Background: an optimization exercise with open tools, aiming at small area, a short achievable clock period and few clock cycles per item. Do not read the settings as production practice.
No run shown here included a check of the RTL's function; only the layout flow was run.
Power figures rest on the tool's default switching activity, not on a simulated workload.

==> flow/design.v <==
`timescale 1ns / 1ps
`default_nettype none
module rgb_to_hue_saturation_top (
    input  logic       i_clk,
    input  logic       i_rst_n,
    input  logic       i_valid,
    output logic       o_ready,
    input  logic [7:0] i_red,
    input  logic [7:0] i_green,
    input  logic [7:0] i_blue,
    output logic       o_valid,
    input  logic       i_ready,
    output logic [7:0] o_hue,
    output logic [7:0] o_saturation
);
    logic w_en;
    logic [10:0] r_vld;
    logic [0:0] w_c_rg_0;
    logic [0:0] w_c_rb_0;
    logic [0:0] w_c_gb_0;
    logic [7:0] r1_B;
    logic [7:0] r1_G;
    logic [7:0] r1_R;
    logic [0:0] r1_c_gb;
    logic [0:0] r1_c_rb;
    logic [0:0] r1_c_rg;
    logic [0:0] w_rmx_0;
    logic [0:0] w_gmx_0;
    logic [2:0] w_j_0;
    logic [7:0] w_vmx_0;
    logic [7:0] w_vmn_0;
    logic [7:0] w_vmd_0;
    logic [0:0] w_odd_0;
    logic [7:0] w_ra_0;
    logic [7:0] w_rb_0;
    logic [7:0] w_d_0;
    logic [7:0] w_rp_0;
    logic [0:0] w_nzd_0;
    logic [0:0] w_nzr_0;
    logic [7:0] w_mx_0;
    logic [7:0] r2_d;
    logic [2:0] r2_j;
    logic [7:0] r2_mx;
    logic [0:0] r2_nzd;
    logic [0:0] r2_nzr;
    logic [7:0] r2_rp;
    logic [2:0] w_cs_0;
    logic [2:0] w_ch_0;
    logic [0:0] w_hl1_0;
    logic [0:0] w_hl2_0;
    logic [0:0] w_hl3_0;
    logic [0:0] w_hl4_0;
    logic [0:0] w_hl5_0;
    logic [0:0] w_hl6_0;
    logic [8:0] w_hh9_0;
    logic [8:0] w_sh9_0;
    logic [9:0] w_hdf_0;
    logic [9:0] w_sdf_0;
    logic [0:0] w_hq7_0;
    logic [0:0] w_sq7_0;
    logic [7:0] w_hr7_0;
    logic [7:0] w_sr7_0;
    logic [8:0] w_hh9_1;
    logic [7:0] w_sr_0;
    logic [2:0] w_hm_0;
    logic [7:0] r3_d;
    logic [8:0] r3_hh9;
    logic [0:0] r3_hl1;
    logic [0:0] r3_hl2;
    logic [0:0] r3_hl3;
    logic [0:0] r3_hl4;
    logic [0:0] r3_hl5;
    logic [2:0] r3_hm;
    logic [2:0] r3_j;
    logic [7:0] r3_mx;
    logic [0:0] r3_sq7;
    logic [7:0] r3_sr;
    logic [8:0] w_sh9_1;
    logic [9:0] w_hdf_1;
    logic [9:0] w_sdf_1;
    logic [0:0] w_hq6_0;
    logic [0:0] w_sq6_0;
    logic [7:0] w_hr6_0;
    logic [7:0] w_sr6_0;
    logic [8:0] w_hh9_2;
    logic [7:0] w_sr_1;
    logic [3:0] w_hv6_0;
    logic [0:0] w_hb6_0;
    logic [2:0] w_hm_1;
    logic [7:0] r4_d;
    logic [8:0] r4_hh9;
    logic [0:0] r4_hl1;
    logic [0:0] r4_hl2;
    logic [0:0] r4_hl3;
    logic [0:0] r4_hl4;
    logic [2:0] r4_hm;
    logic [2:0] r4_j;
    logic [7:0] r4_mx;
    logic [0:0] r4_sq6;
    logic [0:0] r4_sq7;
    logic [7:0] r4_sr;
    logic [8:0] w_sh9_2;
    logic [9:0] w_hdf_2;
    logic [9:0] w_sdf_2;
    logic [0:0] w_hq5_0;
    logic [0:0] w_sq5_0;
    logic [7:0] w_hr5_0;
    logic [7:0] w_sr5_0;
    logic [8:0] w_hh9_3;
    logic [7:0] w_sr_2;
    logic [3:0] w_hv5_0;
    logic [0:0] w_hb5_0;
    logic [2:0] w_hm_2;
    logic [7:0] r5_d;
    logic [0:0] r5_hb5;
    logic [8:0] r5_hh9;
    logic [0:0] r5_hl1;
    logic [0:0] r5_hl2;
    logic [0:0] r5_hl3;
    logic [2:0] r5_hm;
    logic [2:0] r5_j;
    logic [7:0] r5_mx;
    logic [0:0] r5_sq5;
    logic [0:0] r5_sq6;
    logic [0:0] r5_sq7;
    logic [7:0] r5_sr;
    logic [8:0] w_sh9_3;
    logic [9:0] w_hdf_3;
    logic [9:0] w_sdf_3;
    logic [0:0] w_hq4_0;
    logic [0:0] w_sq4_0;
    logic [7:0] w_hr4_0;
    logic [7:0] w_sr4_0;
    logic [8:0] w_hh9_4;
    logic [7:0] w_sr_3;
    logic [3:0] w_hv4_0;
    logic [0:0] w_hb4_0;
    logic [2:0] w_hm_3;
    logic [7:0] r6_d;
    logic [0:0] r6_hb4;
    logic [0:0] r6_hb5;
    logic [8:0] r6_hh9;
    logic [0:0] r6_hl1;
    logic [0:0] r6_hl2;
    logic [2:0] r6_hm;
    logic [2:0] r6_j;
    logic [7:0] r6_mx;
    logic [0:0] r6_sq4;
    logic [0:0] r6_sq5;
    logic [0:0] r6_sq6;
    logic [0:0] r6_sq7;
    logic [7:0] r6_sr;
    logic [8:0] w_sh9_4;
    logic [9:0] w_hdf_4;
    logic [9:0] w_sdf_4;
    logic [0:0] w_hq3_0;
    logic [0:0] w_sq3_0;
    logic [7:0] w_hr3_0;
    logic [7:0] w_sr3_0;
    logic [8:0] w_hh9_5;
    logic [7:0] w_sr_4;
    logic [3:0] w_hv3_0;
    logic [0:0] w_hb3_0;
    logic [2:0] w_hm_4;
    logic [7:0] r7_d;
    logic [0:0] r7_hb3;
    logic [0:0] r7_hb4;
    logic [0:0] r7_hb5;
    logic [8:0] r7_hh9;
    logic [0:0] r7_hl1;
    logic [2:0] r7_hm;
    logic [2:0] r7_j;
    logic [7:0] r7_mx;
    logic [0:0] r7_sq3;
    logic [0:0] r7_sq4;
    logic [0:0] r7_sq5;
    logic [0:0] r7_sq6;
    logic [0:0] r7_sq7;
    logic [7:0] r7_sr;
    logic [8:0] w_sh9_5;
    logic [9:0] w_hdf_5;
    logic [9:0] w_sdf_5;
    logic [0:0] w_hq2_0;
    logic [0:0] w_sq2_0;
    logic [7:0] w_hr2_0;
    logic [7:0] w_sr2_0;
    logic [8:0] w_hh9_6;
    logic [7:0] w_sr_5;
    logic [3:0] w_hv2_0;
    logic [0:0] w_hb2_0;
    logic [2:0] w_hm_5;
    logic [7:0] r8_d;
    logic [0:0] r8_hb2;
    logic [0:0] r8_hb3;
    logic [0:0] r8_hb4;
    logic [0:0] r8_hb5;
    logic [8:0] r8_hh9;
    logic [2:0] r8_hm;
    logic [2:0] r8_j;
    logic [7:0] r8_mx;
    logic [0:0] r8_sq2;
    logic [0:0] r8_sq3;
    logic [0:0] r8_sq4;
    logic [0:0] r8_sq5;
    logic [0:0] r8_sq6;
    logic [0:0] r8_sq7;
    logic [7:0] r8_sr;
    logic [8:0] w_sh9_6;
    logic [9:0] w_hdf_6;
    logic [9:0] w_sdf_6;
    logic [0:0] w_hq1_0;
    logic [0:0] w_sq1_0;
    logic [7:0] w_hr1_0;
    logic [7:0] w_sr1_0;
    logic [8:0] w_hh9_7;
    logic [7:0] w_sr_6;
    logic [3:0] w_hv1_0;
    logic [0:0] w_hb1_0;
    logic [2:0] w_hm_6;
    logic [7:0] r9_d;
    logic [0:0] r9_hb1;
    logic [0:0] r9_hb2;
    logic [0:0] r9_hb3;
    logic [0:0] r9_hb4;
    logic [0:0] r9_hb5;
    logic [8:0] r9_hh9;
    logic [2:0] r9_hm;
    logic [2:0] r9_j;
    logic [7:0] r9_mx;
    logic [0:0] r9_sq1;
    logic [0:0] r9_sq2;
    logic [0:0] r9_sq3;
    logic [0:0] r9_sq4;
    logic [0:0] r9_sq5;
    logic [0:0] r9_sq6;
    logic [0:0] r9_sq7;
    logic [7:0] r9_sr;
    logic [8:0] w_sh9_7;
    logic [9:0] w_hdf_7;
    logic [9:0] w_sdf_7;
    logic [0:0] w_hq0_0;
    logic [0:0] w_sq0_0;
    logic [3:0] w_hv0_0;
    logic [0:0] w_hb0_0;
    logic [2:0] w_hm_7;
    logic [0:0] w_z_0;
    logic [0:0] w_hc_0;
    logic [7:0] w_hA_0;
    logic [7:0] r10_hA;
    logic [0:0] r10_hb0;
    logic [0:0] r10_hc;
    logic [0:0] r10_sq0;
    logic [0:0] r10_sq1;
    logic [0:0] r10_sq2;
    logic [0:0] r10_sq3;
    logic [0:0] r10_sq4;
    logic [0:0] r10_sq5;
    logic [0:0] r10_sq6;
    logic [0:0] r10_sq7;
    logic [0:0] r10_z;
    logic [7:0] w_SQ_0;
    logic [7:0] w_hue_0;
    logic [7:0] w_sat_0;
    logic [7:0] r11_hue;
    logic [7:0] r11_sat;
    assign w_en    = !r_vld[10] || i_ready;
    assign o_ready = w_en;
    assign w_c_rg_0 = i_red >= i_green;
    assign w_c_rb_0 = i_red >= i_blue;
    assign w_c_gb_0 = i_green >= i_blue;
    assign w_rmx_0 = r1_c_rg & r1_c_rb;
    assign w_gmx_0 = !r1_c_rg & r1_c_gb;
    assign w_j_0 = w_rmx_0 ? (r1_c_gb ? 3'd0 : 3'd5) : (w_gmx_0 ? (r1_c_rb ? 3'd1 : 3'd2) : (r1_c_rg ? 3'd4 : 3'd3));
    assign w_vmx_0 = w_rmx_0 ? r1_R : (w_gmx_0 ? r1_G : r1_B);
    assign w_vmn_0 = (!r1_c_rg & !r1_c_rb) ? r1_R : ((r1_c_rg & !r1_c_gb) ? r1_G : r1_B);
    assign w_vmd_0 = (r1_c_rg ^ r1_c_rb) ? r1_R : ((r1_c_rg ^ !r1_c_gb) ? r1_G : r1_B);
    assign w_odd_0 = w_rmx_0 ? !r1_c_gb : (w_gmx_0 ? r1_c_rb : !r1_c_rg);
    assign w_ra_0 = w_odd_0 ? w_vmx_0 : w_vmd_0;
    assign w_rb_0 = w_odd_0 ? w_vmd_0 : w_vmn_0;
    assign w_d_0 = w_vmx_0 - w_vmn_0;
    assign w_rp_0 = w_ra_0 - w_rb_0;
    assign w_nzd_0 = w_vmx_0[5:0] != w_vmn_0[5:0];
    assign w_nzr_0 = w_ra_0[5:0] != w_rb_0[5:0];
    assign w_mx_0 = w_vmx_0 | {7'b0, (w_vmx_0 == 8'd0)};
    assign w_cs_0 = 3'(r2_d[7:6]) + 3'(r2_nzd);
    assign w_ch_0 = 3'(r2_rp[7:6]) + 3'(r2_nzr);
    assign w_hl1_0 = r2_rp[0];
    assign w_hl2_0 = r2_rp[1] ^ (|r2_rp[0:0]);
    assign w_hl3_0 = r2_rp[2] ^ (|r2_rp[1:0]);
    assign w_hl4_0 = r2_rp[3] ^ (|r2_rp[2:0]);
    assign w_hl5_0 = r2_rp[4] ^ (|r2_rp[3:0]);
    assign w_hl6_0 = r2_rp[5] ^ (|r2_rp[4:0]);
    assign w_hh9_0 = {r2_rp, 1'b0} - 9'(w_ch_0);
    assign w_sh9_0 = {r2_d, 1'b0} - 9'(w_cs_0);
    assign w_hdf_0 = {1'b0, r2_rp, 1'b0} - {2'b0, r2_d} - 10'(w_ch_0);
    assign w_sdf_0 = {1'b0, r2_d, 1'b0} - {2'b0, r2_mx} - 10'(w_cs_0);
    assign w_hq7_0 = !w_hdf_0[9];
    assign w_sq7_0 = !w_sdf_0[9];
    assign w_hr7_0 = w_hdf_0[9] ? w_hh9_0[7:0] : w_hdf_0[7:0];
    assign w_sr7_0 = w_sdf_0[9] ? w_sh9_0[7:0] : w_sdf_0[7:0];
    assign w_hh9_1 = {w_hr7_0, w_hl6_0};
    assign w_sr_0 = w_sr7_0;
    assign w_hm_0 = {2'b0, w_hq7_0};
    assign w_sh9_1 = {r3_sr, (r3_d[5] ^ (|r3_d[4:0]))};
    assign w_hdf_1 = {1'b0, r3_hh9} - {2'b0, r3_d};
    assign w_sdf_1 = {1'b0, w_sh9_1} - {2'b0, r3_mx};
    assign w_hq6_0 = !w_hdf_1[9];
    assign w_sq6_0 = !w_sdf_1[9];
    assign w_hr6_0 = w_hdf_1[9] ? r3_hh9[7:0] : w_hdf_1[7:0];
    assign w_sr6_0 = w_sdf_1[9] ? w_sh9_1[7:0] : w_sdf_1[7:0];
    assign w_hh9_2 = {w_hr6_0, r3_hl5};
    assign w_sr_1 = w_sr6_0;
    assign w_hv6_0 = {r3_hm, w_hq6_0};
    assign w_hb6_0 = w_hv6_0 >= 4'd6;
    assign w_hm_1 = 3'(w_hb6_0 ? w_hv6_0 - 4'd6 : w_hv6_0);
    assign w_sh9_2 = {r4_sr, (r4_d[4] ^ (|r4_d[3:0]))};
    assign w_hdf_2 = {1'b0, r4_hh9} - {2'b0, r4_d};
    assign w_sdf_2 = {1'b0, w_sh9_2} - {2'b0, r4_mx};
    assign w_hq5_0 = !w_hdf_2[9];
    assign w_sq5_0 = !w_sdf_2[9];
    assign w_hr5_0 = w_hdf_2[9] ? r4_hh9[7:0] : w_hdf_2[7:0];
    assign w_sr5_0 = w_sdf_2[9] ? w_sh9_2[7:0] : w_sdf_2[7:0];
    assign w_hh9_3 = {w_hr5_0, r4_hl4};
    assign w_sr_2 = w_sr5_0;
    assign w_hv5_0 = {r4_hm, w_hq5_0};
    assign w_hb5_0 = w_hv5_0 >= 4'd6;
    assign w_hm_2 = 3'(w_hb5_0 ? w_hv5_0 - 4'd6 : w_hv5_0);
    assign w_sh9_3 = {r5_sr, (r5_d[3] ^ (|r5_d[2:0]))};
    assign w_hdf_3 = {1'b0, r5_hh9} - {2'b0, r5_d};
    assign w_sdf_3 = {1'b0, w_sh9_3} - {2'b0, r5_mx};
    assign w_hq4_0 = !w_hdf_3[9];
    assign w_sq4_0 = !w_sdf_3[9];
    assign w_hr4_0 = w_hdf_3[9] ? r5_hh9[7:0] : w_hdf_3[7:0];
    assign w_sr4_0 = w_sdf_3[9] ? w_sh9_3[7:0] : w_sdf_3[7:0];
    assign w_hh9_4 = {w_hr4_0, r5_hl3};
    assign w_sr_3 = w_sr4_0;
    assign w_hv4_0 = {r5_hm, w_hq4_0};
    assign w_hb4_0 = w_hv4_0 >= 4'd6;
    assign w_hm_3 = 3'(w_hb4_0 ? w_hv4_0 - 4'd6 : w_hv4_0);
    assign w_sh9_4 = {r6_sr, (r6_d[2] ^ (|r6_d[1:0]))};
    assign w_hdf_4 = {1'b0, r6_hh9} - {2'b0, r6_d};
    assign w_sdf_4 = {1'b0, w_sh9_4} - {2'b0, r6_mx};
    assign w_hq3_0 = !w_hdf_4[9];
    assign w_sq3_0 = !w_sdf_4[9];
    assign w_hr3_0 = w_hdf_4[9] ? r6_hh9[7:0] : w_hdf_4[7:0];
    assign w_sr3_0 = w_sdf_4[9] ? w_sh9_4[7:0] : w_sdf_4[7:0];
    assign w_hh9_5 = {w_hr3_0, r6_hl2};
    assign w_sr_4 = w_sr3_0;
    assign w_hv3_0 = {r6_hm, w_hq3_0};
    assign w_hb3_0 = w_hv3_0 >= 4'd6;
    assign w_hm_4 = 3'(w_hb3_0 ? w_hv3_0 - 4'd6 : w_hv3_0);
    assign w_sh9_5 = {r7_sr, (r7_d[1] ^ (|r7_d[0:0]))};
    assign w_hdf_5 = {1'b0, r7_hh9} - {2'b0, r7_d};
    assign w_sdf_5 = {1'b0, w_sh9_5} - {2'b0, r7_mx};
    assign w_hq2_0 = !w_hdf_5[9];
    assign w_sq2_0 = !w_sdf_5[9];
    assign w_hr2_0 = w_hdf_5[9] ? r7_hh9[7:0] : w_hdf_5[7:0];
    assign w_sr2_0 = w_sdf_5[9] ? w_sh9_5[7:0] : w_sdf_5[7:0];
    assign w_hh9_6 = {w_hr2_0, r7_hl1};
    assign w_sr_5 = w_sr2_0;
    assign w_hv2_0 = {r7_hm, w_hq2_0};
    assign w_hb2_0 = w_hv2_0 >= 4'd6;
    assign w_hm_5 = 3'(w_hb2_0 ? w_hv2_0 - 4'd6 : w_hv2_0);
    assign w_sh9_6 = {r8_sr, r8_d[0]};
    assign w_hdf_6 = {1'b0, r8_hh9} - {2'b0, r8_d};
    assign w_sdf_6 = {1'b0, w_sh9_6} - {2'b0, r8_mx};
    assign w_hq1_0 = !w_hdf_6[9];
    assign w_sq1_0 = !w_sdf_6[9];
    assign w_hr1_0 = w_hdf_6[9] ? r8_hh9[7:0] : w_hdf_6[7:0];
    assign w_sr1_0 = w_sdf_6[9] ? w_sh9_6[7:0] : w_sdf_6[7:0];
    assign w_hh9_7 = {w_hr1_0, 1'b0};
    assign w_sr_6 = w_sr1_0;
    assign w_hv1_0 = {r8_hm, w_hq1_0};
    assign w_hb1_0 = w_hv1_0 >= 4'd6;
    assign w_hm_6 = 3'(w_hb1_0 ? w_hv1_0 - 4'd6 : w_hv1_0);
    assign w_sh9_7 = {r9_sr, 1'b0};
    assign w_hdf_7 = {1'b0, r9_hh9} - {2'b0, r9_d};
    assign w_sdf_7 = {1'b0, w_sh9_7} - {2'b0, r9_mx};
    assign w_hq0_0 = !w_hdf_7[9];
    assign w_sq0_0 = !w_sdf_7[9];
    assign w_hv0_0 = {r9_hm, w_hq0_0};
    assign w_hb0_0 = w_hv0_0 >= 4'd6;
    assign w_hm_7 = 3'(w_hb0_0 ? w_hv0_0 - 4'd6 : w_hv0_0);
    assign w_z_0 = r9_d == 8'd0;
    assign w_hc_0 = (r9_j == 3'd1 || r9_j == 3'd4) ? (w_hm_7 >= 3'd1) : (r9_j == 3'd2 || r9_j == 3'd5) ? (w_hm_7 >= 3'd5) : (w_hm_7 >= 3'd3);
    assign w_hA_0 = (r9_j == 3'd0 ? 8'd0 : r9_j == 3'd1 ? 8'd42 : r9_j == 3'd2 ? 8'd85 : r9_j == 3'd3 ? 8'd127 : r9_j == 3'd4 ? 8'd169 : 8'd212) + {2'b0, r9_hb5, r9_hb4, r9_hb3, r9_hb2, r9_hb1, 1'b0};
    assign w_SQ_0 = {r10_sq7, r10_sq6, r10_sq5, r10_sq4, r10_sq3, r10_sq2, r10_sq1, r10_sq0};
    assign w_hue_0 = r10_z ? 8'd0 : (r10_hA + 8'(r10_hb0) + 8'(r10_hc));
    assign w_sat_0 = w_SQ_0;
    always_ff @(posedge i_clk) begin
        if (!i_rst_n) begin
            r_vld <= '0;
        end else if (w_en) begin
            r_vld <= {r_vld[9:0], i_valid};
        end
    end
    always_ff @(posedge i_clk) begin
        if (w_en) begin
            r1_B <= i_blue;
            r1_G <= i_green;
            r1_R <= i_red;
            r1_c_gb <= w_c_gb_0;
            r1_c_rb <= w_c_rb_0;
            r1_c_rg <= w_c_rg_0;
            r2_d <= w_d_0;
            r2_j <= w_j_0;
            r2_mx <= w_mx_0;
            r2_nzd <= w_nzd_0;
            r2_nzr <= w_nzr_0;
            r2_rp <= w_rp_0;
            r3_d <= r2_d;
            r3_hh9 <= w_hh9_1;
            r3_hl1 <= w_hl1_0;
            r3_hl2 <= w_hl2_0;
            r3_hl3 <= w_hl3_0;
            r3_hl4 <= w_hl4_0;
            r3_hl5 <= w_hl5_0;
            r3_hm <= w_hm_0;
            r3_j <= r2_j;
            r3_mx <= r2_mx;
            r3_sq7 <= w_sq7_0;
            r3_sr <= w_sr_0;
            r4_d <= r3_d;
            r4_hh9 <= w_hh9_2;
            r4_hl1 <= r3_hl1;
            r4_hl2 <= r3_hl2;
            r4_hl3 <= r3_hl3;
            r4_hl4 <= r3_hl4;
            r4_hm <= w_hm_1;
            r4_j <= r3_j;
            r4_mx <= r3_mx;
            r4_sq6 <= w_sq6_0;
            r4_sq7 <= r3_sq7;
            r4_sr <= w_sr_1;
            r5_d <= r4_d;
            r5_hb5 <= w_hb5_0;
            r5_hh9 <= w_hh9_3;
            r5_hl1 <= r4_hl1;
            r5_hl2 <= r4_hl2;
            r5_hl3 <= r4_hl3;
            r5_hm <= w_hm_2;
            r5_j <= r4_j;
            r5_mx <= r4_mx;
            r5_sq5 <= w_sq5_0;
            r5_sq6 <= r4_sq6;
            r5_sq7 <= r4_sq7;
            r5_sr <= w_sr_2;
            r6_d <= r5_d;
            r6_hb4 <= w_hb4_0;
            r6_hb5 <= r5_hb5;
            r6_hh9 <= w_hh9_4;
            r6_hl1 <= r5_hl1;
            r6_hl2 <= r5_hl2;
            r6_hm <= w_hm_3;
            r6_j <= r5_j;
            r6_mx <= r5_mx;
            r6_sq4 <= w_sq4_0;
            r6_sq5 <= r5_sq5;
            r6_sq6 <= r5_sq6;
            r6_sq7 <= r5_sq7;
            r6_sr <= w_sr_3;
            r7_d <= r6_d;
            r7_hb3 <= w_hb3_0;
            r7_hb4 <= r6_hb4;
            r7_hb5 <= r6_hb5;
            r7_hh9 <= w_hh9_5;
            r7_hl1 <= r6_hl1;
            r7_hm <= w_hm_4;
            r7_j <= r6_j;
            r7_mx <= r6_mx;
            r7_sq3 <= w_sq3_0;
            r7_sq4 <= r6_sq4;
            r7_sq5 <= r6_sq5;
            r7_sq6 <= r6_sq6;
            r7_sq7 <= r6_sq7;
            r7_sr <= w_sr_4;
            r8_d <= r7_d;
            r8_hb2 <= w_hb2_0;
            r8_hb3 <= r7_hb3;
            r8_hb4 <= r7_hb4;
            r8_hb5 <= r7_hb5;
            r8_hh9 <= w_hh9_6;
            r8_hm <= w_hm_5;
            r8_j <= r7_j;
            r8_mx <= r7_mx;
            r8_sq2 <= w_sq2_0;
            r8_sq3 <= r7_sq3;
            r8_sq4 <= r7_sq4;
            r8_sq5 <= r7_sq5;
            r8_sq6 <= r7_sq6;
            r8_sq7 <= r7_sq7;
            r8_sr <= w_sr_5;
            r9_d <= r8_d;
            r9_hb1 <= w_hb1_0;
            r9_hb2 <= r8_hb2;
            r9_hb3 <= r8_hb3;
            r9_hb4 <= r8_hb4;
            r9_hb5 <= r8_hb5;
            r9_hh9 <= w_hh9_7;
            r9_hm <= w_hm_6;
            r9_j <= r8_j;
            r9_mx <= r8_mx;
            r9_sq1 <= w_sq1_0;
            r9_sq2 <= r8_sq2;
            r9_sq3 <= r8_sq3;
            r9_sq4 <= r8_sq4;
            r9_sq5 <= r8_sq5;
            r9_sq6 <= r8_sq6;
            r9_sq7 <= r8_sq7;
            r9_sr <= w_sr_6;
            r10_hA <= w_hA_0;
            r10_hb0 <= w_hb0_0;
            r10_hc <= w_hc_0;
            r10_sq0 <= w_sq0_0;
            r10_sq1 <= r9_sq1;
            r10_sq2 <= r9_sq2;
            r10_sq3 <= r9_sq3;
            r10_sq4 <= r9_sq4;
            r10_sq5 <= r9_sq5;
            r10_sq6 <= r9_sq6;
            r10_sq7 <= r9_sq7;
            r10_z <= w_z_0;
            r11_hue <= w_hue_0;
            r11_sat <= w_sat_0;
        end
    end
    assign o_valid      = r_vld[10];
    assign o_hue        = r11_hue;
    assign o_saturation = r11_sat;
endmodule
`default_nettype wire
==> flow/run.sh <==
#!/bin/bash
# synth_recipe.tcl (not shown) runs the flow's synth.tcl, then flattens the netlist and writes it again
# the make line also repeats each setting of config.mk as NAME=value (left out here)
make -C /OpenROAD-flow-scripts/flow DESIGN_CONFIG=/design/flow/config.mk WORK_HOME=/design/flow/orfs CLKGATE_MAP_FILE= SYNTH_SCRIPT=/design/flow/synth_recipe.tcl finish
==> flow/config.mk <==
export PLATFORM = sky130hd
export DESIGN_NAME = rgb_to_hue_saturation_top
export DESIGN_NICKNAME = rgb_to_hue_saturation_top
export VERILOG_FILES = /design/flow/design.v
export SDC_FILE = /design/flow/constraint.sdc
export NUM_CORES = 4
export LEC_CHECK = 0
export CAP_MARGIN = 20
export CORE_MARGIN = 2
export CORE_UTILIZATION = 40
export CTS_BUF_LIST = sky130_fd_sc_hd__clkbuf_4 sky130_fd_sc_hd__clkbuf_8
export CTS_CLUSTER_DIAMETER = 80
export CTS_CLUSTER_SIZE = 20
export SETUP_SLACK_MARGIN = 2.6
export SLEW_MARGIN = 20
==> flow/constraint.sdc <==
create_clock -name core_clock -period 5.5 [get_ports {i_clk}]
set_input_delay 1.1000 -clock core_clock [delete_from_list [all_inputs] [get_ports {i_clk}]]
set_output_delay 1.1000 -clock core_clock [all_outputs]
set_load 0.01 [all_outputs]
==> reports/metrics.yaml, run 1 <==
floorplan:
  die_h_um: 242
  start_util: 0.404
  core_area_sq_um: 56300
  rows: 87
  ios: 46
  die_area_sq_um: 58700
  die-width_um: 242
grt:
  grt_max_degree: 203
  grtUsageTotal: 0.132
  globalRouteOverflowTotal: 0
  antenna_found_initial: 0
  grt_pass1_vias: 14260
  grt_pass1_wl_um: 65600
logic_synthesis:
  synth_top_cell_by_area: "edfxtp_1"
  synth-edff-count: 418
  synth_top_family_by_area: "adder cells"
  yosys.area_share.simple: 0.0865
  muxShareOfSynthArea: 0.0292
  synth-adder-area-share: 0.132
  synth-seq-area-share: 0.562
  yosysWarnings: 1
  synth_cell_type_count: 58
  ys.flop_type: "edfxtp_1"
  netlist_instances: 1897
  synth_area_leaders: "edfxtp_1, ha_1, inv_1"
  yosysTopAreaCellShare: 0.553
  synth_xor_area_frac: 0.0293
  synth-compound-area-share: 0.113
  synth.avg_cell_area_sq_um: 12.0
  syn-num-nets: 2151
  ys_async_sr_fraction: 0
  synth-seq-cells: 429
  syn-cell-area_sq_um: 22700
critical_path:
  crit_buf_inv: 3
  critPathArrivalTime_ns: 3.45
  required_ns: 5.91
  crit_path_max_fanout: 5
  cp_slowest_cell: "edfxtp_1"
  path_delay_family: "adder cells"
  cpPeakStageDelay_ns: 0.48
  cp_cell_sequence: "inv_2, ha_4, inv_2, a21o_1, o21ai_4, buf_12, mux2_4, ha_4, fa_2, nor2b_1, o21ai_1, nand2b_1, a21o_1, a21oi_2, xnor2_1"
  cp-start-kind: "flip-flop"
  path_class: "flip-flop to flip-flop"
  setup.worst_path.end_class: "flip-flop"
detailed_routing:
  drt-total-wl_um: 38700
  vias: 13960
  wl_met2_um: 20600
  routed.top_layer: "met4"
  drt.antenna.violating_nets: 0
  wl_met1_um: 15600
  drc: 0
  wl_met3_um: 1040
  wire_per_inst_um: 13.8
  drt-initial-drc-count: 684
  viasPerCell: 4.99
  dr.pass1.iters: 5
sta:
  worst_slack_ns: 2.47
  hold_viol: 0
  finalCriticalPeriod_ns: 3.03
  skew_ns: 0.0664
  tns_ns: 0
  min_period_over_period: 0.552
  worst_pin_slew_ns: 1.04
  rsz0062_at_grt: "yes"
  clock.fmax_mhz: 330
  finalMaxSlewViolations: 0
  setup_violations: 0
  slew_headroom: 0.309
clocking:
  numCtsBuffers: 30
  clockBufferDepth: 3
  cts_sinks: 429
  clock_latency_ns: 0.68
  clk_pin_slew_worst_paths_ns: 0.12
  cts_root_buffer: "clkbuf_8"
  cts_tree: "built"
  h-tree-depth: 1
power:
  cellLeakagePower_nw: 10.5
  power_density_nw_per_um2: 660
  p_total_mw: 17.0
  ir_drop_mv: 0.320
placement:
  place.gp.congestion: 0.849
  place_ws_ns: 1.75
  hpwlAfterDp_um: 27000
  place_area_sq_um: 24200
  port_buffers: 45
final_layout:
  area_growth_pct: 13.6
  final_core_util: 0.459
  final_nets: 2270
  layout-drive-gt1-share: 0.115
  final_area_sq_um: 25800
worst_hold_path:
  hold_path.class: "flip-flop to flip-flop"
run:
  max_cap_viol_count: 0
outcome:
  status: "complete, no violations"
## per-layer routing
layer / vias to the layer above / GRT usage
met5: - / 0
met4: 0 / 0.0461
met3: 80 / 0.0176
met2: 186 / 0.256
met1: 6650 / 0.145
li1: 7044 / -
## flip-flops by register name, indices dropped and copies added (netlist names), 9 cells and up
name	cells
r8_hh9	9
r3_hh9	9
r5_hh9	9
r_vld	11
r6_hh9	9
r7_hh9	9
r4_hh9	9
## layout make-up
| type | count | area [sq um] |
|---|---|---|
| inverters | 258 | 986 |
| well taps | 756 | 946 |
| repair buffers | 109 | 1050 |
| diodes | 1 | 2.50 |
| clock inverters | 16 | 206 |
| repair inverters | 2 | 17.5 |
| clock buffers | 39 | 480 |
| multi-input cells | 1186 | 9350 |
| flip-flops and latches | 429 | 12800 |
| fillers | 5041 | 30500 |
## logic make-up (layout without fill, tap and decap cells)
logic type	Yosys count	in the layout
flops	429	429
fa+ha+maj	226	226
xor+xnor	76	76
mux	65	65
compound gates	403	403
buf+inv	282	424
simple gates	416	416
other cells	0	1
## placed cells by master, fill, tap and decap left out, drive strengths merged, types with 43 or more instances in the layout
cell           synthesis  layout
o21ai                118     118
buf                   14      65
inv                  258     265
mux2i                 57      57
ha                   204     204
nor2                 134     134
a21oi                110     110
o31ai                 46      46
clkdlybuf4s50          0      43
edfxtp               418     418
nand3                 56      56
xnor2                 43      43
nand2                 89      89
## repair_timing
action / in CTS / in global routing
pin swaps: 27 / 28
endpoints found under the setup margin: 30 / 54
hold buffers: 0 / 0
setup buffers: 43 / 18
hold endpoints to repair: 0 / 0
gates cloned: 3 / 0
gates resized for setup: 38 / 58
## path summary, 6_finish.rpt
path / from / endpoint / slack [ns] / depth (start not counted)
max: r1_c_rg / r2_rp[6] / 2.47 / 15
min: r5_j[2] / r6_j[2] / 0.39 / 0
max reg2reg: r1_c_rg / r2_rp[6] / 2.47 / 15
min reg2reg: r5_j[2] / r6_j[2] / 0.39 / 0
## synth_stat cells (11+ instances only)
| cell | number |
|---|---|
| a211oi_1 | 11 |
| o21ai_0 | 108 |
| xor2_1 | 33 |
| nand3_1 | 56 |
| dfxtp_1 | 11 |
| xnor2_1 | 43 |
| mux2i_1 | 57 |
| inv_1 | 255 |
| nor3b_1 | 12 |
| nor3_1 | 36 |
| a21boi_0 | 35 |
| o21a_1 | 35 |
| and2_1 | 18 |
| o31ai_1 | 46 |
| fa_1 | 22 |
| nand2_1 | 89 |
| buf_2 | 11 |
| nor2_1 | 134 |
| a21oi_1 | 110 |
| nor2b_1 | 40 |
| ha_1 | 204 |
| nand2b_1 | 11 |
| edfxtp_1 | 418 |
## power breakdown
group	switching (mW)	leakage, nW	internal (mW)
Sequential	0.725	4.48	5.62
Clock	1.08	0.354	0.711
Combinational	4.67	5.68	4.23
## through the flow
stage          hold slack, ns  cells
2_1_floorplan           0.400   1897
3_3_place_gp            0.401   2676
3_5_place_dp            0.405   2676
4_1_cts                 0.386   2777
5_1_grt                 0.400   2795
6_report                0.391   2796
==> inputs of run 2 (changes only) <==
--- a/flow/design.v
+++ b/flow/design.v
@@ -16,3 +16,3 @@
     logic w_en;
-    logic [10:0] r_vld;
+    logic [9:0] r_vld;
     logic [0:0] w_c_rg_0;
@@ -242,26 +242,16 @@
     logic [0:0] w_sq0_0;
-    logic [3:0] w_hv0_0;
-    logic [0:0] w_hb0_0;
-    logic [2:0] w_hm_7;
     logic [0:0] w_z_0;
-    logic [0:0] w_hc_0;
+    logic [0:0] w_hb0_0;
+    logic [2:0] w_hm0_0;
+    logic [2:0] w_hm1_0;
+    logic [0:0] w_hc0_0;
+    logic [0:0] w_hc1_0;
     logic [7:0] w_hA_0;
-    logic [7:0] r10_hA;
-    logic [0:0] r10_hb0;
-    logic [0:0] r10_hc;
-    logic [0:0] r10_sq0;
-    logic [0:0] r10_sq1;
-    logic [0:0] r10_sq2;
-    logic [0:0] r10_sq3;
-    logic [0:0] r10_sq4;
-    logic [0:0] r10_sq5;
-    logic [0:0] r10_sq6;
-    logic [0:0] r10_sq7;
-    logic [0:0] r10_z;
-    logic [7:0] w_SQ_0;
+    logic [7:0] w_hu0_0;
+    logic [7:0] w_hu1_0;
     logic [7:0] w_hue_0;
     logic [7:0] w_sat_0;
-    logic [7:0] r11_hue;
-    logic [7:0] r11_sat;
-    assign w_en    = !r_vld[10] || i_ready;
+    logic [7:0] r10_hue;
+    logic [7:0] r10_sat;
+    assign w_en    = !r_vld[9] || i_ready;
     assign o_ready = w_en;
@@ -380,11 +370,13 @@
     assign w_sq0_0 = !w_sdf_7[9];
-    assign w_hv0_0 = {r9_hm, w_hq0_0};
-    assign w_hb0_0 = w_hv0_0 >= 4'd6;
-    assign w_hm_7 = 3'(w_hb0_0 ? w_hv0_0 - 4'd6 : w_hv0_0);
     assign w_z_0 = r9_d == 8'd0;
-    assign w_hc_0 = (r9_j == 3'd1 || r9_j == 3'd4) ? (w_hm_7 >= 3'd1) : (r9_j == 3'd2 || r9_j == 3'd5) ? (w_hm_7 >= 3'd5) : (w_hm_7 >= 3'd3);
-    assign w_hA_0 = (r9_j == 3'd0 ? 8'd0 : r9_j == 3'd1 ? 8'd42 : r9_j == 3'd2 ? 8'd85 : r9_j == 3'd3 ? 8'd127 : r9_j == 3'd4 ? 8'd169 : 8'd212) + {2'b0, r9_hb5, r9_hb4, r9_hb3, r9_hb2, r9_hb1, 1'b0};
-    assign w_SQ_0 = {r10_sq7, r10_sq6, r10_sq5, r10_sq4, r10_sq3, r10_sq2, r10_sq1, r10_sq0};
-    assign w_hue_0 = r10_z ? 8'd0 : (r10_hA + 8'(r10_hb0) + 8'(r10_hc));
-    assign w_sat_0 = w_SQ_0;
+    assign w_hb0_0 = r9_hm >= 3'd3;
+    assign w_hm0_0 = 3'(w_hb0_0 ? {r9_hm, 1'b0} - 4'd6 : {r9_hm, 1'b0});
+    assign w_hm1_0 = w_hm0_0 + 3'd1;
+    assign w_hc0_0 = (r9_j == 3'd1 || r9_j == 3'd4) ? (w_hm0_0 >= 3'd1) : (r9_j == 3'd2 || r9_j == 3'd5) ? (w_hm0_0 >= 3'd5) : (w_hm0_0 >= 3'd3);
+    assign w_hc1_0 = (r9_j == 3'd1 || r9_j == 3'd4) ? (w_hm1_0 >= 3'd1) : (r9_j == 3'd2 || r9_j == 3'd5) ? (w_hm1_0 >= 3'd5) : (w_hm1_0 >= 3'd3);
+    assign w_hA_0 = (r9_j == 3'd0 ? 8'd0 : r9_j == 3'd1 ? 8'd42 : r9_j == 3'd2 ? 8'd85 : r9_j == 3'd3 ? 8'd127 : r9_j == 3'd4 ? 8'd169 : 8'd212) + {2'b0, r9_hb5, r9_hb4, r9_hb3, r9_hb2, r9_hb1, w_hb0_0};
+    assign w_hu0_0 = w_hA_0 + 8'(w_hc0_0);
+    assign w_hu1_0 = w_hA_0 + 8'(w_hc1_0);
+    assign w_hue_0 = w_z_0 ? 8'd0 : (w_hq0_0 ? w_hu1_0 : w_hu0_0);
+    assign w_sat_0 = {r9_sq7, r9_sq6, r9_sq5, r9_sq4, r9_sq3, r9_sq2, r9_sq1, w_sq0_0};
     always_ff @(posedge i_clk) begin
@@ -393,3 +385,3 @@
         end else if (w_en) begin
-            r_vld <= {r_vld[9:0], i_valid};
+            r_vld <= {r_vld[8:0], i_valid};
         end
@@ -510,21 +502,9 @@
             r9_sr <= w_sr_6;
-            r10_hA <= w_hA_0;
-            r10_hb0 <= w_hb0_0;
-            r10_hc <= w_hc_0;
-            r10_sq0 <= w_sq0_0;
-            r10_sq1 <= r9_sq1;
-            r10_sq2 <= r9_sq2;
-            r10_sq3 <= r9_sq3;
-            r10_sq4 <= r9_sq4;
-            r10_sq5 <= r9_sq5;
-            r10_sq6 <= r9_sq6;
-            r10_sq7 <= r9_sq7;
-            r10_z <= w_z_0;
-            r11_hue <= w_hue_0;
-            r11_sat <= w_sat_0;
+            r10_hue <= w_hue_0;
+            r10_sat <= w_sat_0;
         end
     end
-    assign o_valid      = r_vld[10];
-    assign o_hue        = r11_hue;
-    assign o_saturation = r11_sat;
+    assign o_valid      = r_vld[9];
+    assign o_hue        = r10_hue;
+    assign o_saturation = r10_sat;
 endmodule
--- a/flow/config.mk
+++ b/flow/config.mk
@@ -7,2 +7,3 @@
 export LEC_CHECK = 0
+export ABC_CLOCK_PERIOD_IN_PS = 3000
 export CAP_MARGIN = 20
@@ -11,5 +12,3 @@
 export CTS_BUF_LIST = sky130_fd_sc_hd__clkbuf_4 sky130_fd_sc_hd__clkbuf_8
-export CTS_CLUSTER_DIAMETER = 80
-export CTS_CLUSTER_SIZE = 20
-export SETUP_SLACK_MARGIN = 2.6
+export SETUP_SLACK_MARGIN = 2.5
 export SLEW_MARGIN = 20
==> reports/metrics.yaml, run 2 <==
sta:
  tns_ns: 0  # unchanged
  hold_viol: 0  # unchanged
  min_period_over_period: 0.578  # +0.0258
  skew_ns: 0.0318  # -0.0346 ns
  clock.fmax_mhz: 315  # -4.5%
  worst_pin_slew_ns: 1.11  # +0.0711 ns
  slew_headroom: 0.262  # -0.0474
  finalCriticalPeriod_ns: 3.18  # +0.142 ns
  finalMaxSlewViolations: 0  # unchanged
  rsz0062_at_grt: "yes"
  setup_violations: 0  # unchanged
critical_path:
  crit_path_max_fanout: 5  # unchanged
  cp-start-kind: "flip-flop"
  reg2regPathDepth: 12  # -3
  setup.worst_path.end_class: "flip-flop"
  critPathArrivalTime_ns: 3.55  # +0.10 ns
  required_ns: 5.87  # -0.04 ns
  path_class: "flip-flop to flip-flop"
final_layout:
  layoutNonFillerInstCount: 2815  # +0.68%
  layout-drive-gt1-share: 0.157  # +0.0421
  layout_commonest_cell: "edfxtp_1"
  area_growth_pct: 16.5
  top_register: "r_vld"
  fill_cells: 4909  # -2.6%
  largest_reg_flops: 10  # -1
  layout_common_cells: "edfxtp_1, inv_1, ha_1, nor2_1, nand2_1"
  final_nets: 2263  # -0.31%
outcome:
  status: "complete, no violations"
floorplan:
  die_area_sq_um: 57800  # -1.6%
  rows: 86  # -1.1%
  ios: 46  # unchanged
  die_h_um: 240  # -0.81%
  core_area_sq_um: 55200  # -1.9%
  start_util: 0.405  # +0.00115
  die-width_um: 240  # -0.81%
power:
  combPwrFrac: 0.511  # -0.011
  p_clk_frac: 0.154  # +0.049
  p_sw_frac: 0.364  # -0.0158
  ir_drop_mv: 0.261  # -18%
  seq_power_share: 0.336  # -0.037
  intPower_mw: 11.6  # +9.6%
  cellLeakagePower_nw: 10.9  # +3.6%
  power_density_nw_per_um2: 699  # +6.0%
  p_switching_mw: 6.63  # +2.5%
clocking:
  h-tree-depth: 3  # +2
  clockBufferDepth: 3  # unchanged
  clock_latency_ns: 0.63  # -0.05 ns
  cts_tree: "built"
  numCtsBuffers: 73  # +140%
  cts_root_buffer: "clkbuf_8"
  clk_pin_slew_worst_paths_ns: 0.06  # -0.06 ns
  cts_sinks: 409  # -4.7%
detailed_routing:
  drt.antenna.violating_nets: 0  # unchanged
  drt-initial-drc-count: 490  # -28%
  vias: 13936  # -0.17%
  viasPerCell: 4.95  # -0.85%
  drt-total-wl_um: 39600  # +2.5%
  wire_per_inst_um: 14.1  # +1.8%
  drc: 0  # unchanged
  dr.pass1.iters: 7  # +2
worst_hold_path:
  hold_path_depth: 0  # unchanged
  hold_path.class: "flip-flop to flip-flop"
grt:
  grt_pass1_wl_um: 65800  # +0.35%
  antenna_found_initial: 1  # +1
  globalRouteOverflowTotal: 0  # unchanged
  grtUsageTotal: 0.140  # +0.00806
  grt_pass1_vias: 14468  # +1.5%
  grt_max_degree: 182  # -10%
placement:
  dpl.cell_count: 2629  # -1.8%
  port_buffers: 45  # unchanged
  hpwlAfterDp_um: 27400  # +1.5%
  place.gp.congestion: 0.859  # +1.2%
logic_synthesis:
  ys_top_cells_by_count: "edfxtp_1, inv_1, ha_1"
  synth_xor_area_frac: 0.0227  # -0.00657
  synth_cell_type_count: 61  # +5.2%
  yosys.area_share.simple: 0.0834  # -0.00315
  synth-edff-count: 399  # -4.5%
  syn-cell-area_sq_um: 22300  # -1.6%
  synth.most_common_cell: "edfxtp_1"
  synth-compound-area-share: 0.109  # -0.00450
  synth-adder-area-share: 0.133  # +0.00174
  synth-seq-cells: 409  # -4.7%
  ys.flop_type: "edfxtp_1"
  synth_top_cell_by_area: "edfxtp_1"
  ys_async_sr_fraction: 0  # unchanged
  muxShareOfSynthArea: 0.0594  # +0.0301
  synth-seq-area-share: 0.545  # -0.0171
  synth_area_leaders: "edfxtp_1, ha_1, inv_1"
  synth.avg_cell_area_sq_um: 12.0  # +0.59%
  yosysWarnings: 1  # unchanged
  synth_top_family_by_area: "adder cells"
  yosysTopAreaCellShare: 0.536  # -0.0163
  syn-num-nets: 2108  # -2.0%
  netlist_instances: 1855  # -2.2%
run:
  max_cap_viol_count: 0  # unchanged
run 2: changes by cell type after synthesis, moves of 10 or more:
cell and delta:
nand3_1 -43, xor2_1 -19, mux2_2 +49, a21oi_1 -27, and2_1 -15, clkbuf_1 +13, o31ai_1 -29, buf_2 -10
mux2i_1 +11, o21ai_0 -16, o31a_1 +16, a211o_1 +12, edfxtp_1 -19
run 2: through the flow:
step                      cell area, sq um  setup WS (ns)  total power, mW  utilization  hold slack (ns)
after floorplan                      22500           2.03             12.8            -            0.400
after global placement               23900           1.53             14.4        0.432            0.402
after detailed placement             23900           1.51             14.8        0.432            0.405
after CTS                            25700           2.30             18.0        0.465            0.404
after global routing                 26000           2.24             19.8        0.472            0.409
final                                26000           2.32             18.2        0.472            0.399
run 2: kinds of logic (layout without fill, tap and decap cells):
family,after synthesis,count (layout)
AOI/OAI and AO/OA,366,366
DFF,409,409
muxes,125,125
buffers and inverters,280,491
and+or+nand+nor,391,391
xor gates and xnor gates,58,58
adders and majority gates,226,226
other,0,1
run 2: worst max-delay path, cell delays in order (launching register included):
cell	delay [ns]
edfxtp_1	0.44
ha_4	0.20
ha_4	0.22
ha_4	0.27
inv_4	0.04
ha_4	0.20
a21o_1	0.16
a21o_1	0.19
a21o_1	0.19
o311a_4	0.33
o41ai_4	0.20
buf_4	0.20
mux2_4	0.29
run 2: worst paths after layout:
path,startpoint,to,slack (ns)
hold / removal,r5_sq6,r6_sq6,0.40
hold reg to reg,r5_sq6,r6_sq6,0.40
setup reg to reg,r2_d[6],r3_sr[0],2.32
setup / recovery,r2_d[6],r3_sr[0],2.32
run 2: routing by layer:
metal | vias to the layer above | part of all wire | global-route usage
met1 | 6579 | 0.40 | 0.147
met4 | 0 | 0.044 | 0.0819
met3 | 105 | 0.036 | 0.0274
met5 | - | 0 | 0
met2 | 223 | 0.52 | 0.258
li1 | 7029 | - | -
run 2: power by group through the flow:
stage	clock, mW	sequential (mW)	combinational [mW]
global route	3.07	6.27	10.5
global placement	0	6.13	8.30
finish	2.80	6.11	9.30
CTS	2.92	6.12	9.00
floorplan	0	5.92	6.91
detailed placement	0	6.18	8.66
run 2: repair_timing:
| action | CTS | global route |
|---|---|---|
| setup buffers | 28 | 24 |
| hold buffers | 0 | 0 |
| pin swaps | 15 | 23 |
| cloned | 2 | 0 |
| gates resized for setup | 30 | 56 |
| endpoints found under the hold margin | 0 | 0 |
| setup endpoints to repair | 38 | 39 |
run 2: layout make-up:
type | count | area, sq um | area share
Antenna cell | 1 | 2.50 | 0.0000961
Clock buffer | 97 | 1200 | 0.0462
Clock inverter | 34 | 249 | 0.00956
Inverter | 254 | 982 | 0.0377
Multi-Input combinational cell | 1166 | 9520 | 0.365
Sequential cell | 409 | 12200 | 0.468
Tap cell | 748 | 936 | 0.0359
Timing Repair Buffer | 104 | 937 | 0.0360
Timing Repair inverter | 2 | 32.5 | 0.00125
==> inputs of run 3 (changes only) <==
--- a/flow/config.mk
+++ b/flow/config.mk
@@ -7,3 +7,3 @@
 export LEC_CHECK = 0
-export ABC_CLOCK_PERIOD_IN_PS = 3000
+export ABC_CLOCK_PERIOD_IN_PS = 2750
 export CAP_MARGIN = 20
@@ -12,3 +12,3 @@
 export CTS_BUF_LIST = sky130_fd_sc_hd__clkbuf_4 sky130_fd_sc_hd__clkbuf_8
-export SETUP_SLACK_MARGIN = 2.5
+export SETUP_SLACK_MARGIN = 2.75
 export SLEW_MARGIN = 20
==> reports/metrics.yaml, run 3 <==
final_layout:
  largest_reg_flops: 10  # unchanged
  final_core_util: 0.486  # +0.0141
  layoutNonFillerInstCount: 2866  # +1.8%
  layout-drive-gt1-share: 0.204  # +0.0471
  final_area_sq_um: 26800  # +3.0%
  diodes: 0  # -1
  top_register: "r_vld"
  area_growth_pct: 20.0
  layout_common_cells: "edfxtp_1, inv_1, ha_1, nor2_1, buf_4"
  final_nets: 2318  # +2.4%
  layout_commonest_cell: "edfxtp_1"
logic_synthesis:
  yosysTopAreaCellShare: 0.536  # unchanged
  synth.avg_cell_area_sq_um: 12.0  # unchanged
  synth-seq-cells: 409  # unchanged
  ys_top_cells_by_count: "edfxtp_1, inv_1, ha_1"
  synth_top_cell_by_area: "edfxtp_1"
  synth-seq-area-share: 0.545  # unchanged
  ys.flop_type: "edfxtp_1"
  synth.most_common_cell: "edfxtp_1"
  synth_cell_type_count: 61  # unchanged
  ys_async_sr_fraction: 0  # unchanged
  synth-edff-count: 399  # unchanged
  syn-cell-area_sq_um: 22300  # unchanged
  synth_area_leaders: "edfxtp_1, ha_1, inv_1"
  netlist_instances: 1855  # unchanged
  yosysWarnings: 1  # unchanged
  syn-num-nets: 2108  # unchanged
detailed_routing:
  vias: 14232  # +2.1%
  wire_per_inst_um: 14.2  # +0.66%
  drt-total-wl_um: 40600  # +2.5%
  drt-initial-drc-count: 657  # +34%
  dr.pass1.iters: 7  # unchanged
  drc: 0  # unchanged
  drt.antenna.violating_nets: 0  # unchanged
  viasPerCell: 4.97  # +0.31%
placement:
  hpwlAfterDp_um: 26900  # -1.8%
  place_area_sq_um: 23900  # +0.26%
  place.gp.congestion: 0.851  # -0.91%
  port_buffers: 45  # unchanged
  dpl.cell_count: 2629  # unchanged
sta:
  finalMaxSlewViolations: 0  # unchanged
  worst_pin_slew_ns: 0.832  # -0.276 ns
  rsz0062_at_grt: "yes"
  skew_ns: 0.0282  # -0.00362 ns
  setup_violations: 0  # unchanged
  hold_viol: 0  # unchanged
  finalCriticalPeriod_ns: 3.15  # -0.0219 ns
  slew_headroom: 0.445  # +0.184
  min_period_over_period: 0.574  # -0.00397
  tns_ns: 0  # unchanged
  holdWs_ns: 0.408  # +0.00849 ns
  clock.fmax_mhz: 317  # +0.69%
floorplan:
  die_h_um: 240  # unchanged
  die-width_um: 240  # unchanged
  core_area_sq_um: 55200  # unchanged
  rows: 86  # unchanged
  start_util: 0.405  # unchanged
  die_area_sq_um: 57800  # unchanged
  ios: 46  # unchanged
power:
  p_clk_frac: 0.140  # -0.014
  intPower_mw: 12.1  # +4.0%
  p_switching_mw: 6.90  # +4.1%
  ir_drop_mv: 0.291  # +12%
  power_density_nw_per_um2: 707  # +1.0%
  p_sw_frac: 0.364  # about the same
  cellLeakagePower_nw: 11.2  # +2.8%
  seq_power_share: 0.322  # -0.014
  combPwrFrac: 0.538  # +0.027
worst_hold_path:
  hold_path.class: "flip-flop to flip-flop"
clocking:
  h-tree-depth: 3  # unchanged
  holdBufCountCts: 0  # unchanged
  cts_tree: "built"
  numCtsBuffers: 71  # -2.7%
  clk_pin_slew_worst_paths_ns: 0.06  # about the same
  clockBufferDepth: 3  # unchanged
  cts_sinks: 409  # unchanged
  clock_latency_ns: 0.63  # about the same
  cts_root_buffer: "clkbuf_8"
critical_path:
  required_ns: 5.88  # about the same
  cp_cell_sequence: "ha_2, ha_4, ha_4, inv_4, ha_4, a21o_1, a21o_1, a21o_1, o311a_4, o41ai_4, buf_4, mux2_4"
  path_delay_family: "compound AO/OA/AOI/OAI gates"
  crit_path_max_fanout: 4  # -1
  crit_buf_inv: 2  # unchanged
  cp_slowest_cell: "edfxtp_1"
  path_class: "flip-flop to flip-flop"
  critPathArrivalTime_ns: 3.53  # -0.02 ns
  setup.worst_path.end_class: "flip-flop"
  cpPeakStageDelay_ns: 0.41  # -0.03 ns
  cp-start-kind: "flip-flop"
grt:
  globalRouteOverflowTotal: 0  # unchanged
  grt_pass1_vias: 14546  # +0.54%
  grt_max_degree: 155  # -15%
  grtUsageTotal: 0.143  # +0.00309
  antenna_found_initial: 0  # -1
  grt_pass1_wl_um: 66600  # +1.2%
run:
  max_cap_viol_count: 0  # unchanged
outcome:
  status: "complete, no violations"
[run 3: per-stage QoR]
step / power [mW] / worst slack, ns
3_5_place_dp: 14.8 / 1.48
3_3_place_gp: 14.5 / 1.50
6_report: 19.0 / 2.35
2_1_floorplan: 12.9 / 2.03
4_1_cts: 18.4 / 2.32
5_1_grt: 20.5 / 2.26
[run 3: layout make-up]
| class | count | area [sq um] |
|---|---|---|
| Tap cell | 748 | 936 |
| Fill cell | 4877 | 28400 |
| Clock buffer | 92 | 1140 |
| Sequential cell | 409 | 12200 |
| Multi-Input combinational cell | 1167 | 9860 |
| Inverter | 254 | 987 |
| Timing Repair inverter | 3 | 48.8 |
| Clock inverter | 34 | 221 |
| Timing Repair Buffer | 159 | 1440 |
[run 3: path summary, 6_finish.rpt]
check                             start  endpoint  depth (start not counted)  slack, ns
worst max register to register  r2_d[6]  r3_sr[0]                         12       2.35
worst min register to register   r4_hl3    r5_hl3                          0       0.41
worst max-delay path            r2_d[6]  r3_sr[0]                         12       2.35
worst min-delay path             r4_hl3    r5_hl3                          0       0.41
[run 3: what timing repair did]
item	4_1_cts	5_1_grt
gates cloned	4	0
endpoints found under the setup margin	65	77
buffers inserted	64	43
resized for setup	87	90
pin swaps	53	58
[run 3: metal layers]
layer  GRT usage  wire [um]
met1       0.147      15900
met2       0.269      21500
met3      0.0287       1440
met4      0.0787       1750
met5           0          0
[run 3: logic make-up after synthesis]
logic type      after synthesis  synth area share
flops                       409             0.545
simple gates                391            0.0834
compound gates              366             0.109
buf+inv                     280            0.0473
fa+ha+maj                   226             0.133
mux                         125            0.0594
xor+xnor                     58            0.0227
[run 3: power groups by stage]
stage | Sequential, mW | Clock (mW) | Combinational [mW]
global placement | 6.13 | 0 | 8.33
finish | 6.10 | 2.65 | 10.2
global route | 6.26 | 2.91 | 11.3
detailed placement | 6.17 | 0 | 8.67
CTS | 6.11 | 2.77 | 9.48
floorplan | 5.92 | 0 | 6.95
[run 3: worst register-to-register path: cells and delay by family (launching register included)]
| kind | cells | cell delay [ns] |
|---|---|---|
| compound gates | 5 | 1.04 |
| fa+ha+maj | 4 | 0.93 |
| buf+inv | 2 | 0.24 |
| flops | 1 | 0.41 |
| mux | 1 | 0.30 |
==> inputs of run 4 (changes only) <==
--- a/flow/design.v
+++ b/flow/design.v
@@ -219,11 +219,9 @@
     logic [2:0] w_hm_6;
+    logic [7:0] w_hB_0;
+    logic [1:0] w_hmc_0;
     logic [7:0] r9_d;
-    logic [0:0] r9_hb1;
-    logic [0:0] r9_hb2;
-    logic [0:0] r9_hb3;
-    logic [0:0] r9_hb4;
-    logic [0:0] r9_hb5;
+    logic [7:0] r9_hB;
     logic [8:0] r9_hh9;
     logic [2:0] r9_hm;
-    logic [2:0] r9_j;
+    logic [1:0] r9_hmc;
     logic [7:0] r9_mx;
@@ -247,5 +245,4 @@
     logic [0:0] w_hc0_0;
-    logic [0:0] w_hc1_0;
-    logic [7:0] w_hA_0;
     logic [7:0] w_hu0_0;
+    logic [0:0] w_hc1_0;
     logic [7:0] w_hu1_0;
@@ -365,2 +362,4 @@
     assign w_hm_6 = 3'(w_hb1_0 ? w_hv1_0 - 4'd6 : w_hv1_0);
+    assign w_hB_0 = (r8_j == 3'd0 ? 8'd0 : r8_j == 3'd1 ? 8'd42 : r8_j == 3'd2 ? 8'd85 : r8_j == 3'd3 ? 8'd127 : r8_j == 3'd4 ? 8'd169 : 8'd212) + {2'b0, r8_hb5, r8_hb4, r8_hb3, r8_hb2, w_hb1_0, 1'b0};
+    assign w_hmc_0 = (r8_j == 3'd1 || r8_j == 3'd4) ? 2'd2 : (r8_j == 3'd2 || r8_j == 3'd5) ? 2'd1 : 2'd0;
     assign w_sh9_7 = {r9_sr, 1'b0};
@@ -374,7 +373,6 @@
     assign w_hm1_0 = w_hm0_0 + 3'd1;
-    assign w_hc0_0 = (r9_j == 3'd1 || r9_j == 3'd4) ? (w_hm0_0 >= 3'd1) : (r9_j == 3'd2 || r9_j == 3'd5) ? (w_hm0_0 >= 3'd5) : (w_hm0_0 >= 3'd3);
-    assign w_hc1_0 = (r9_j == 3'd1 || r9_j == 3'd4) ? (w_hm1_0 >= 3'd1) : (r9_j == 3'd2 || r9_j == 3'd5) ? (w_hm1_0 >= 3'd5) : (w_hm1_0 >= 3'd3);
-    assign w_hA_0 = (r9_j == 3'd0 ? 8'd0 : r9_j == 3'd1 ? 8'd42 : r9_j == 3'd2 ? 8'd85 : r9_j == 3'd3 ? 8'd127 : r9_j == 3'd4 ? 8'd169 : 8'd212) + {2'b0, r9_hb5, r9_hb4, r9_hb3, r9_hb2, r9_hb1, w_hb0_0};
-    assign w_hu0_0 = w_hA_0 + 8'(w_hc0_0);
-    assign w_hu1_0 = w_hA_0 + 8'(w_hc1_0);
+    assign w_hc0_0 = r9_hmc == 2'd2 ? (w_hm0_0 >= 3'd1) : r9_hmc == 2'd1 ? (w_hm0_0 >= 3'd5) : (w_hm0_0 >= 3'd3);
+    assign w_hu0_0 = r9_hB + 8'(w_hb0_0) + 8'(w_hc0_0);
+    assign w_hc1_0 = r9_hmc == 2'd2 ? (w_hm1_0 >= 3'd1) : r9_hmc == 2'd1 ? (w_hm1_0 >= 3'd5) : (w_hm1_0 >= 3'd3);
+    assign w_hu1_0 = r9_hB + 8'(w_hb0_0) + 8'(w_hc1_0);
     assign w_hue_0 = w_z_0 ? 8'd0 : (w_hq0_0 ? w_hu1_0 : w_hu0_0);
@@ -485,10 +483,6 @@
             r9_d <= r8_d;
-            r9_hb1 <= w_hb1_0;
-            r9_hb2 <= r8_hb2;
-            r9_hb3 <= r8_hb3;
-            r9_hb4 <= r8_hb4;
-            r9_hb5 <= r8_hb5;
+            r9_hB <= w_hB_0;
             r9_hh9 <= w_hh9_7;
             r9_hm <= w_hm_6;
-            r9_j <= r8_j;
+            r9_hmc <= w_hmc_0;
             r9_mx <= r8_mx;
--- a/flow/config.mk
+++ b/flow/config.mk
@@ -7,3 +7,3 @@
 export LEC_CHECK = 0
-export ABC_CLOCK_PERIOD_IN_PS = 2750
+export ABC_CLOCK_PERIOD_IN_PS = 3000
 export CAP_MARGIN = 20
@@ -12,3 +12,3 @@
 export CTS_BUF_LIST = sky130_fd_sc_hd__clkbuf_4 sky130_fd_sc_hd__clkbuf_8
-export SETUP_SLACK_MARGIN = 2.75
+export SETUP_SLACK_MARGIN = 2.5
 export SLEW_MARGIN = 20
==> reports/metrics.yaml, run 4 <==
clocking:
  cts_root_buffer: "clkbuf_8"
  cts_sinks: 411  # +0.49%
  numCtsBuffers: 73  # +2.8%
  holdBufCountCts: 0  # unchanged
  h-tree-depth: 3  # unchanged
  clk_pin_slew_worst_paths_ns: 0.06  # about the same
  cts_tree: "built"
  clockBufferDepth: 3  # unchanged
  clock_latency_ns: 0.64  # about the same
logic_synthesis:
  synth_top_family_by_area: "adder cells"
  synth-seq-cells: 411  # +0.49%
  syn-cell-area_sq_um: 22400  # +0.12%
  ys_async_sr_fraction: 0  # unchanged
  netlist_instances: 1812  # -2.3%
  synth.avg_cell_area_sq_um: 12.3  # +2.5%
  synth-compound-area-share: 0.103  # -0.00522
  yosysTopAreaCellShare: 0.538  # +0.00202
  synth_cell_type_count: 66  # +8.2%
  synth_top_cell_by_area: "edfxtp_1"
  ys.flop_type: "edfxtp_1"
  syn-num-nets: 2068  # -1.9%
  synth-edff-count: 401  # +0.50%
  synth-adder-area-share: 0.135  # +0.00151
  yosys.area_share.simple: 0.0773  # -0.00609
  synth_area_leaders: "edfxtp_1, ha_1, inv_1"
  muxShareOfSynthArea: 0.0580  # -0.00136
  synth-seq-area-share: 0.547  # +0.00201
  ys_top_cells_by_count: "edfxtp_1, inv_1, ha_1"
  synth_xor_area_frac: 0.0360  # +0.0133
  yosysWarnings: 1  # unchanged
  synth.most_common_cell: "edfxtp_1"
final_layout:
  layout_commonest_cell: "edfxtp_1"
  top_register: "r_vld"
  final_area_sq_um: 26000  # -3.1%
  layout_common_cells: "edfxtp_1, inv_1, ha_1, nor2_1, a21oi_1"
  layout-drive-gt1-share: 0.162  # -0.0427
  final_core_util: 0.471  # -0.0152
  fill_cells: 4872  # -0.10%
  layoutNonFillerInstCount: 2763  # -3.6%
  diodes: 0  # unchanged
  largest_reg_flops: 10  # unchanged
  final_nets: 2227  # -3.9%
  area_growth_pct: 16.1
grt:
  globalRouteOverflowTotal: 0  # unchanged
  antenna_found_initial: 0  # unchanged
  grt_pass1_vias: 13901  # -4.4%
  grt_max_degree: 132  # -15%
  grtUsageTotal: 0.135  # -0.00816
  grt_pass1_wl_um: 63200  # -5.2%
placement:
  dpl.cell_count: 2592  # -1.4%
  port_buffers: 45  # unchanged
  place_area_sq_um: 23800  # -0.65%
  hpwlAfterDp_um: 26200  # -2.7%
  place.gp.congestion: 0.817  # -4.0%
  place_ws_ns: 1.36  # -0.123 ns
power:
  seq_power_share: 0.342  # +0.020
  p_sw_frac: 0.363  # -0.00167
  cellLeakagePower_nw: 10.7  # -4.7%
  p_switching_mw: 6.52  # -5.6%
  power_density_nw_per_um2: 692  # -2.1%
  p_total_mw: 18.0  # -5.2%
  combPwrFrac: 0.514  # -0.024
  ir_drop_mv: 0.241  # -17%
  intPower_mw: 11.5  # -4.9%
  p_clk_frac: 0.145  # +0.005
detailed_routing:
  dr.pass1.iters: 4  # -3
  drt.antenna.violating_nets: 0  # unchanged
  drc: 0  # unchanged
  drt-initial-drc-count: 426  # -35%
  wire_per_inst_um: 14.0  # -1.5%
  viasPerCell: 4.90  # -1.4%
  vias: 13535  # -4.9%
  drt-total-wl_um: 38500  # -5.1%
run:
  max_cap_viol_count: 0  # unchanged
critical_path:
  crit_path_max_fanout: 4  # unchanged
  setup.worst_path.end_class: "flip-flop"
  critPathArrivalTime_ns: 3.44  # -0.09 ns
  path_class: "flip-flop to flip-flop"
  cp_slowest_cell: "edfxtp_1"
  cp_cell_sequence: "ha_4, o21a_1, o31ai_4, a31oi_4, nor2_2, a311o_1, a21o_1, ha_2, inv_2, fa_2, inv_2, a21oi_2, o21bai_2, buf_4, buf_6, xor2_2"
  required_ns: 5.88  # about the same
  cp-start-kind: "flip-flop"
  crit_top_cell: "inv_2"
  cpPeakStageDelay_ns: 0.44  # +0.03 ns
outcome:
  status: "complete, no violations"
sta:
  setup_violations: 0  # unchanged
  finalMaxSlewViolations: 0  # unchanged
  rsz0062_at_grt: "yes"
  finalCriticalPeriod_ns: 3.06  # -0.0928 ns
  hold_viol: 0  # unchanged
  worst_slack_ns: 2.44  # +0.0928 ns
  worst_pin_slew_ns: 0.939  # +0.107 ns
  tns_ns: 0  # unchanged
  slew_headroom: 0.371  # -0.0738
  skew_ns: 0.0362  # +0.00804 ns
  holdWs_ns: 0.389  # -0.0182 ns
  clock.fmax_mhz: 327  # +3.0%
  min_period_over_period: 0.557  # -0.0169
floorplan:
  die_area_sq_um: 57800  # +0.12%
  start_util: 0.405  # +0.000499
  rows: 86  # unchanged
  core_area_sq_um: 55200  # unchanged
  ios: 46  # unchanged
  die_h_um: 240  # about the same
  die-width_um: 240  # about the same
worst_hold_path:
  hold_path.class: "flip-flop to flip-flop"
[run 4: changes by cell type in the layout (fill, tap and decap cells not counted), sizes merged, moves of 10 or more]
cell | before | now
a21boi | 33 | 16
a211o | 14 | 3
xnor2 | 44 | 68
inv | 256 | 233
o21bai | 4 | 20
nor3 | 31 | 48
a21oi | 83 | 112
nand2 | 95 | 64
xor2 | 14 | 24
buf | 116 | 54
o311a | 10 | 0
[run 4: worst max-delay path, delay by kind of cell (launching register included)]
| kind | cells | cell delay, ns |
|---|---|---|
| flops | 1 | 0.44 |
| simple gates | 1 | 0.06 |
| xor+xnor | 1 | 0.13 |
| compound gates | 7 | 1.13 |
| fa+ha+maj | 3 | 0.71 |
| buf+inv | 4 | 0.34 |
[run 4: repair_timing]
action	CTS	global route
hold endpoints to repair	0	0
gates cloned	3	1
pin swaps	16	32
setup buffers	24	24
setup endpoints to repair	122	43
resized for setup	54	55
[run 4: logic make-up after synthesis]
group / count (synthesis)
buf+inv: 248
xor+xnor: 92
flops: 411
compound gates: 357
simple gates: 358
mux: 117
fa+ha+maj: 229
[run 4: final timing paths]
kind / startpoint / endpoint / depth (start not counted) / slack (ns)
worst max register to register: r8_hh9[3] / r9_hB[5] / 16 / 2.44
worst max-delay path: r8_hh9[3] / r9_hB[5] / 16 / 2.44
worst min register to register: r6_j[1] / r7_j[1] / 0 / 0.39
worst min-delay path: r6_j[1] / r7_j[1] / 0 / 0.39
[run 4: power groups by stage]
stage	clock network (mW)	logic [mW]	registers [mW]
2_1_floorplan	0	6.82	5.97
3_3_place_gp	0	8.10	6.18
3_5_place_dp	0	8.36	6.23
4_1_cts	2.71	8.80	6.15
5_1_grt	2.85	10.4	6.31
6_report	2.60	9.23	6.14
[run 4: final cells by class]
class | count | area, sq um | share of cell area
Timing Repair Buffer | 98 | 908 | 0.0350
Clock inverter | 26 | 160 | 0.00617
Clock buffer | 93 | 1160 | 0.0447
Multi-Input combinational cell | 1154 | 9640 | 0.371
Timing Repair inverter | 3 | 43.8 | 0.00169
Sequential cell | 411 | 12200 | 0.471
Tap cell | 748 | 936 | 0.0360
Inverter | 230 | 890 | 0.0342
[run 4: per-layer routing]
metal,vias to the layer above,share of wire,track usage
met5,-,0,0
met3,95,0.040,0.0293
met1,6344,0.40,0.139
met2,205,0.53,0.254
met4,0,0.035,0.0679
li1,6891,-,-

-- afterwards: timing with drivers on the ports --
The flow's constraints put no driver on any port. The routed layouts listed below were extracted and timed again, unchanged, in two steps. Step 1 (the two cells are an assumption about what drives the block):
set clk [get_ports {i_clk}]
set_driving_cell -lib_cell sky130_fd_sc_hd__clkbuf_16 $clk
set_driving_cell -lib_cell sky130_fd_sc_hd__buf_2 [delete_from_list [all_inputs] $clk]
Step 2 moves the port delays by t, midway between the first and last clock arrival at a register: inputs arrive t later, outputs are due t later. That takes back most of the time a late clock gives input paths. Three values: ideal, step 1, step 2; two values: the first two.
run	t, ns	setup slack, ns	clock arrival spread, ns	slew at the worst register clock pin (ns)
run 1	0.706	2.465 / 2.465 / 2.309	0.074 / 0.074	0.12 / 0.12
run 2	0.671	2.323 / 2.323 / 2.241	0.032 / 0.031	0.07 / 0.07
run 3	0.671	2.345 / 2.345 / 2.217	0.029 / 0.029	0.06 / 0.06
run 4	0.677	2.438 / 2.438 / 2.302	0.036 / 0.036	0.06 / 0.06
After both steps setup and hold are still met in every run listed. The setup slack of run 1, which loses most, moves by 0.000 ns with the drivers and by -0.156 ns with both steps.
